Background: an optimization exercise with open tools, aiming at small area, a short achievable clock period and few clock cycles per item. Do not read the settings as production practice. The RTL was checked by simulation tests, not by an equivalence proof against the original design.

### flow/run.sh
#!/bin/bash
# synth_recipe.tcl (not shown) runs the flow's synth.tcl, then flattens the netlist and writes it again
# the make line also repeats each setting of config.mk as NAME=value (left out here)
make -C /OpenROAD-flow-scripts/flow DESIGN_CONFIG=/design/flow/config.mk WORK_HOME=/design/flow/orfs CLKGATE_MAP_FILE= SYNTH_SCRIPT=/design/flow/synth_recipe.tcl finish
### flow/config.mk
export PLATFORM = sky130hd
export DESIGN_NAME = stack_unit
export DESIGN_NICKNAME = stack_unit
export VERILOG_FILES = /design/flow/design.v
export SDC_FILE = /design/flow/constraint.sdc
export NUM_CORES = 4
export LEC_CHECK = 0
export CAP_MARGIN = 20
export CORE_MARGIN = 2
export CORE_UTILIZATION = 35
export SETUP_SLACK_MARGIN = 0.3
export SLEW_MARGIN = 20
### flow/constraint.sdc
create_clock -name core_clock -period 10.0 [get_ports {clk}]
set_input_delay 2.0000 -clock core_clock [delete_from_list [all_inputs] [get_ports {clk}]]
set_output_delay 2.0000 -clock core_clock [all_outputs]
set_load 0.01 [all_outputs]
### flow/design.v
module stack_unit #(
  parameter int WIDTH = 16,
  parameter int DEPTH = 256
) (
  input  logic             clk,
  input  logic             reset,
  input  logic             op_valid,
  output logic             op_ready,
  input  logic [3:0]       op_code,
  input  logic [WIDTH-1:0] op_imm,
  input  logic             err_clr,
  output logic [WIDTH-1:0] tos,
  output logic [WIDTH-1:0] nos,
  output logic [$clog2(DEPTH):0] sp,
  output logic             torf,
  output logic             err
);
  localparam int SPW = $clog2(DEPTH);
  localparam bit CHK = 1'b1;
  localparam logic [SPW:0] SP_FULL = (SPW+1)'(DEPTH);
  typedef enum logic {IDLE, XFER} state_t;
  state_t           state_q, state_d;
  logic             op_ready_q, op_ready_d;
  logic [SPW:0]     sp_q, sp_d, sp_nxt;
  logic             torf_q, torf_d;
  logic             err_q, err_d;
  logic [WIDTH-1:0] xfer_word_q, xfer_word_d;
  logic [SPW-1:0]   xfer_idx_q, xfer_idx_d;
  logic             xfer_push_q, xfer_push_d;
  logic [WIDTH-1:0] mem_q [DEPTH];
  logic             mem_we;
  logic [SPW-1:0]   mem_widx;
  logic [WIDTH-1:0] mem_wdata;
  logic             accept, fault;
  logic [SPW:0]     k;
  logic [SPW-1:0]   sp_lo, idx_m1, idx_m2, idx_k;
  logic             sp_empty, sp_lt2, sp_full;
  logic [WIDTH-1:0] tos_w, nos_w, alu;
  assign accept   = op_valid && op_ready_q;
  assign k        = op_imm[SPW:0];
  assign sp_lo    = sp_q[SPW-1:0];
  assign idx_m1   = sp_lo - SPW'(1);
  assign idx_m2   = sp_lo - SPW'(2);
  assign idx_k    = sp_lo - SPW'(1) - k[SPW-1:0];
  assign sp_empty = (sp_q == '0);
  assign sp_lt2   = (sp_q < (SPW+1)'(2));
  assign sp_full  = (sp_q == SP_FULL);
  assign tos_w = sp_empty ? '0 : mem_q[idx_m1];
  assign nos_w = sp_lt2   ? '0 : mem_q[idx_m2];
  always_comb begin
    alu = '0;
    case (op_code)
      4'h6:    alu = nos_w + tos_w;
      4'h7:    alu = nos_w - tos_w;
      4'h8:    alu = nos_w & tos_w;
      4'h9:    alu = nos_w | tos_w;
      4'hA:    alu = nos_w ^ tos_w;
      4'hB:    alu = {{(WIDTH-1){1'b0}}, (nos_w < tos_w)};
      default: alu = '0;
    endcase
  end
  always_comb begin
    state_d     = state_q;
    op_ready_d  = op_ready_q;
    sp_nxt      = sp_q;
    torf_d      = torf_q;
    err_d       = err_q;
    xfer_word_d = xfer_word_q;
    xfer_idx_d  = xfer_idx_q;
    xfer_push_d = xfer_push_q;
    mem_we      = 1'b0;
    mem_widx    = sp_lo;
    mem_wdata   = op_imm;
    fault       = 1'b0;
    if (err_clr) err_d = 1'b0;
    if (state_q == XFER) begin
      mem_we     = 1'b1;
      mem_widx   = xfer_idx_q;
      mem_wdata  = xfer_word_q;
      if (xfer_push_q) sp_nxt = sp_q + (SPW+1)'(1);
      state_d    = IDLE;
      op_ready_d = 1'b1;
    end else if (accept) begin
      case (op_code)
        4'h1: begin
          if (CHK && sp_full) fault = 1'b1;
          else begin
            mem_we = 1'b1;
            sp_nxt = sp_q + (SPW+1)'(1);
          end
        end
        4'h2: begin
          if (CHK && (k > sp_q)) begin
            fault  = 1'b1;
            sp_nxt = '0;
          end else begin
            sp_nxt = sp_q - k;
          end
        end
        4'h3: begin
          if (CHK && (sp_full || sp_empty)) fault = 1'b1;
          else begin
            mem_we    = 1'b1;
            mem_wdata = tos_w;
            sp_nxt    = sp_q + (SPW+1)'(1);
          end
        end
        4'h4: begin
          if (CHK && (sp_full || (k >= sp_q))) fault = 1'b1;
          else begin
            xfer_word_d = mem_q[idx_k];
            xfer_idx_d  = sp_lo;
            xfer_push_d = 1'b1;
            state_d     = XFER;
            op_ready_d  = 1'b0;
          end
        end
        4'h5: begin
          if (CHK && (k >= sp_q)) fault = 1'b1;
          else begin
            xfer_word_d = tos_w;
            xfer_idx_d  = idx_k;
            xfer_push_d = 1'b0;
            state_d     = XFER;
            op_ready_d  = 1'b0;
          end
        end
        4'h6, 4'h7, 4'h8, 4'h9, 4'hA, 4'hB: begin
          if (CHK && sp_lt2) fault = 1'b1;
          else begin
            mem_we    = 1'b1;
            mem_widx  = idx_m2;
            mem_wdata = alu;
            sp_nxt    = sp_q - (SPW+1)'(1);
          end
        end
        4'hC: begin
          if (CHK && sp_empty) fault = 1'b1;
          else begin
            torf_d = (tos_w != '0);
            sp_nxt = sp_q - (SPW+1)'(1);
          end
        end
        4'hD:    sp_nxt = '0;
        4'hE,
        4'hF:    fault = 1'b1;
        default: ;
      endcase
    end
    if (fault) err_d = 1'b1;
    sp_d = sp_nxt;
  end
  always_ff @(posedge clk or negedge reset) begin
    if (!reset) begin
      state_q     <= IDLE;
      op_ready_q  <= 1'b1;
      sp_q        <= '0;
      torf_q      <= 1'b0;
      err_q       <= 1'b0;
      xfer_word_q <= '0;
      xfer_idx_q  <= '0;
      xfer_push_q <= 1'b0;
    end else begin
      state_q     <= state_d;
      op_ready_q  <= op_ready_d;
      sp_q        <= sp_d;
      torf_q      <= torf_d;
      err_q       <= err_d;
      xfer_word_q <= xfer_word_d;
      xfer_idx_q  <= xfer_idx_d;
      xfer_push_q <= xfer_push_d;
    end
  end
  always_ff @(posedge clk) begin
    if (mem_we) mem_q[mem_widx] <= mem_wdata;
  end
  assign op_ready = op_ready_q;
  assign tos      = tos_w;
  assign nos      = nos_w;
  assign sp       = sp_q;
  assign torf     = torf_q;
  assign err      = err_q;
endmodule
==> run notes <==
• 161 — maximum number of pins on one net before global-route repair
• sky130_fd_sc_hd__xnor2_2 — CP max-delay cell
• 0 — detailed-route DRC error count
• 1080 ps — clock insertion delay at the later pin of the skew report
• 80.6 ps — Clock Skew
• sky130_fd_sc_hd__clkbuf_16 — cell at the root of the clock tree
• clkinv_8, ha_1, xnor2_2, inv_2, buf_4, buf_4, mux4_2, nand2_1, nand3_1, a221oi_1, a311oi_1, o31ai_2, buf_4, nor2_1, clkdlybuf4s50_1 — cells along the critical path
• 54.4% — sequential cell area fraction in the yosys report
• 259000 µm² — finished layout cell area
• reg -> out — CP Class
• 0 — total grt overflow
• 0 — Finish-stage setup viols
• 1340 ps — Tightest Pin Transition
• 441 — number of CTS-inserted buffers
• 90 — number of unique standard cell types used by synthesis
• 4 — Clock Path Buffers
• sky130_fd_sc_hd__buf_4 — most used cell, CP
• 142000 — via count of the routed design
• 244000 µm² — cell area after placement
• 296 — number of standard-cell rows in the floorplan
• xfer_word_q[6] — startpoint of the lowest-slack hold path
• 4134 — post-synthesis sequential element count
• 13.4% — post-synthesis to final-layout area growth
• sky130_fd_sc_hd__edfxtp_1 — most common library cell in the layout ignoring fill and taps
• 1220000 µm — first-pass GRT wire length
• 0 — hold-fix buffer count after cts
• 573000 µm — half-perimeter wire length of the detailed placement result
• 11000 — Synthesized Nets
• 0 — Resize count post-CTS
• done — CTS tree
• 1 — total number of yosys warnings
• 4134 — clk sinks
• 0 — number of nets still failing antenna checks after routing
• 56800 — fill count
• 86 — initial antenna violation count
• 4096 — number of enable flip-flop cells after synthesis
• sp_q[0] — reg2reg start
• 0.919% — Post-synth ARST share
• 8000 ps — required time worst endpoint
• 101000 µm² — area used by multi-input combinational logic
• no timing/DRC/antenna violations — result of the run
• 44.7 µm — post-DR wirelength/cell
• 20.9 µm² — synthesized area per cell
• 550 ps — worst setup slack for register-to-register paths
• 24000 — initial drt markers
• 68 — top-level I/O count
• 228000 µm² — synthesized area
• 0.988 — routability congestion estimate
• reg -> reg — worst hold-check path type
• 811 µm — width of the die
• 902000 µm — total detailed-routing wirelength
• 22 — critical path peak fanout
• 7560 ps — WP data arrival
• output pin — kind of end point of the critical path
• 0 — final-report hold violation count
• 880 ps — Critical Path Max Stage Delay
• 10.4% — worst slew margin relative to its limit
• 2 — WHS Path Cells
• sky130_fd_sc_hd__edfxtp_1 — most used flip-flop cell after synthesis
• 105 MHz — timing-limited maximum frequency
• 0 — max-cap violations
• 20200 — filler-free cell count of the finished design
• 650000 µm² — area of the placeable core
• 19300 — Inst Count DP
• 9 — number of iterations in the first detailed-routing pass
• 4096 x sky130_fd_sc_hd__edfxtp_1, 3941 x sky130_fd_sc_hd__mux4_2, 575 x sky130_fd_sc_hd__buf_4 — commonest cells after routing, fill and taps aside
• 137000 — vias in the first global route
• flip-flop — startpoint types
• 811 µm — Die Height
• 26.8% — all-layer global routing usage
• 67 — count of port buffers added during placement
• no — RSZ-0062 raised after global routing
• 11200 — final layout net count
• 60 ps — Reg clk slew, reported paths
• 95.6% — period utilization
• 5 — depth of the CTS H-tree
• xfer_word_q[6] — hold worst-path end
• 658000 µm² — floorplan die area
• 35.1% — starting utilization of the core area
• 10900 — Syn Inst Count
• mem_q[214][14] — capturing point of the worst reg2reg path
• 0 — Slew Limit Fails
• 28 — number of cells traversed by the worst register-to-register path
• 7.02 — via count normalized by instance count
• 124000 µm² — register area
• 9560 ps — Period minus WS final
• 49.9% — share of post-route cells with drive strength above 1
==> state kept, by name, indices dropped and copies added (netlist names) <==
signal	cells
xfer_idx_q	8
op_ready_q	1
state_q	1
xfer_push_q	1
xfer_word_q	16
err_q	1
sp_q	9
mem_q	4096
torf_q	1
==> cell usage after synthesis (23+ instances only) <==
| cell type | count | area [µm²] |
|---|---|---|
| sky130_fd_sc_hd__buf_2 | 248 | 1240 |
| sky130_fd_sc_hd__xnor2_1 | 25 | 219 |
| sky130_fd_sc_hd__buf_4 | 23 | 173 |
| sky130_fd_sc_hd__nor2_1 | 394 | 1480 |
| sky130_fd_sc_hd__mux2i_1 | 108 | 1080 |
| sky130_fd_sc_hd__inv_1 | 79 | 297 |
| sky130_fd_sc_hd__a21oi_1 | 115 | 576 |
| sky130_fd_sc_hd__nor3_1 | 25 | 125 |
| sky130_fd_sc_hd__nand3_1 | 81 | 405 |
| sky130_fd_sc_hd__mux2_2 | 34 | 383 |
| sky130_fd_sc_hd__buf_1 | 173 | 649 |
| sky130_fd_sc_hd__o211ai_1 | 39 | 293 |
| sky130_fd_sc_hd__clkbuf_1 | 536 | 2010 |
| sky130_fd_sc_hd__o21ai_0 | 67 | 335 |
| sky130_fd_sc_hd__nand4_1 | 29 | 181 |
| sky130_fd_sc_hd__dfrtp_1 | 37 | 926 |
| sky130_fd_sc_hd__ha_1 | 71 | 888 |
| sky130_fd_sc_hd__nand2_1 | 291 | 1090 |
| sky130_fd_sc_hd__buf_6 | 52 | 586 |
| sky130_fd_sc_hd__nor2b_1 | 46 | 288 |
| sky130_fd_sc_hd__a31oi_1 | 36 | 225 |
| sky130_fd_sc_hd__a211oi_1 | 64 | 480 |
| sky130_fd_sc_hd__mux4_2 | 3941 | 88800 |
| sky130_fd_sc_hd__edfxtp_1 | 4096 | 123000 |
==> area by class of cell <==
cell class	count	area share, %
inverter	86	0.134
tap	8642	4.18
clock inverter	298	1.18
antenna	63	0.0609
sequential	4134	47.9
clock buffer	522	4.44
timing repair buffer	810	3.23
multi-input combinational	5636	38.9
==> worst max-delay path, delay by kind of cell (launching register included) <==
| family | cells | cell delay, ps |
|---|---|---|
| flops | 1 | 770 |
| xor+xnor | 1 | 880 |
| compound gates | 3 | 850 |
| fa+ha+maj | 1 | 330 |
| buf+inv | 6 | 2370 |
| simple gates | 3 | 940 |
| mux | 1 | 250 |
==> how the worst max path moves through the flow <==
stage            start              to  slack, ps  cells past startpoint
2_1_floorplan  sp_q[1]     mem_q[0][6]       -520                     31
3_3_place_gp   sp_q[0]  mem_q[222][13]        560                     25
3_5_place_dp   sp_q[0]  mem_q[243][13]        810                     21
4_1_cts        sp_q[0]         tos[15]        310                     14
5_1_grt        sp_q[0]         tos[15]        330                     11
6_report       sp_q[0]         tos[13]        440                     15
==> cells by family after synthesis <==
logic type,share of synthesized area (%)
AND/OR/NAND/NOR,1.81
multiplexers,39.6
adder cells (fa/ha/maj),0.416
buffers and inverters,2.19
AO/OA/AOI/OAI,1.47
flip-flops,54.4
XOR/XNOR,0.192
==> metal layers <==
metal  share of wire, %  up-vias  track usage, %
met5              0.034        -               0
met4                6.5       44            13.8
met3                 15     2037            10.1
met2                 43    12700            38.8
met1                 35    77100            35.3
li1                   -    49900               -
==> through the flow <==
stage / setup TNS (ps) / setup WS [ps] / utilization, % / hold slack (ps)
after CTS: 0 / 312 / 39.8 / 488
after floorplan: -683180 / -520 / - / 450
final: 0 / 444 / 39.8 / 488
after global routing: 0 / 332 / 39.8 / 511
after detailed placement: 0 / 809 / 37.5 / 473
after global placement: 0 / 560 / 37.5 / 464
==> timing repair <==
action / 4_1_cts / 5_1_grt
hold endpoints to repair: 0 / 0
pin swaps: 0 / 1
setup endpoints to repair: 1 / 1
buffers inserted: 1 / 2
Testbench counts, summed over its fixed seeds: cycles 28,740, ops 24,000.

==> what the ideal ports hide <==
The flow's constraints put no driver on any port. The routed layout listed below was extracted and timed again, unchanged, in two steps.
Step 1: set_driving_cell puts a clkbuf_16 on clk and a buf_2 on each other input, an assumption about the parent block.
Step 2 times the ports against the registers' clock, not the clock port: input delays grow and output delays shrink by t, the midpoint of the rising clock arrivals with the driver on.
Slacks: no drivers / after step 1 / after step 2; pairs: no drivers / after step 1.
t, ns: 1.171
slack for setup (ns): 0.444 / 0.309 / 0.552
worst setup path after step 2: register to register
After both steps this run still meets setup and hold. The setup slack of this run moves by -0.135 ns with the drivers and by +0.108 ns with both steps.
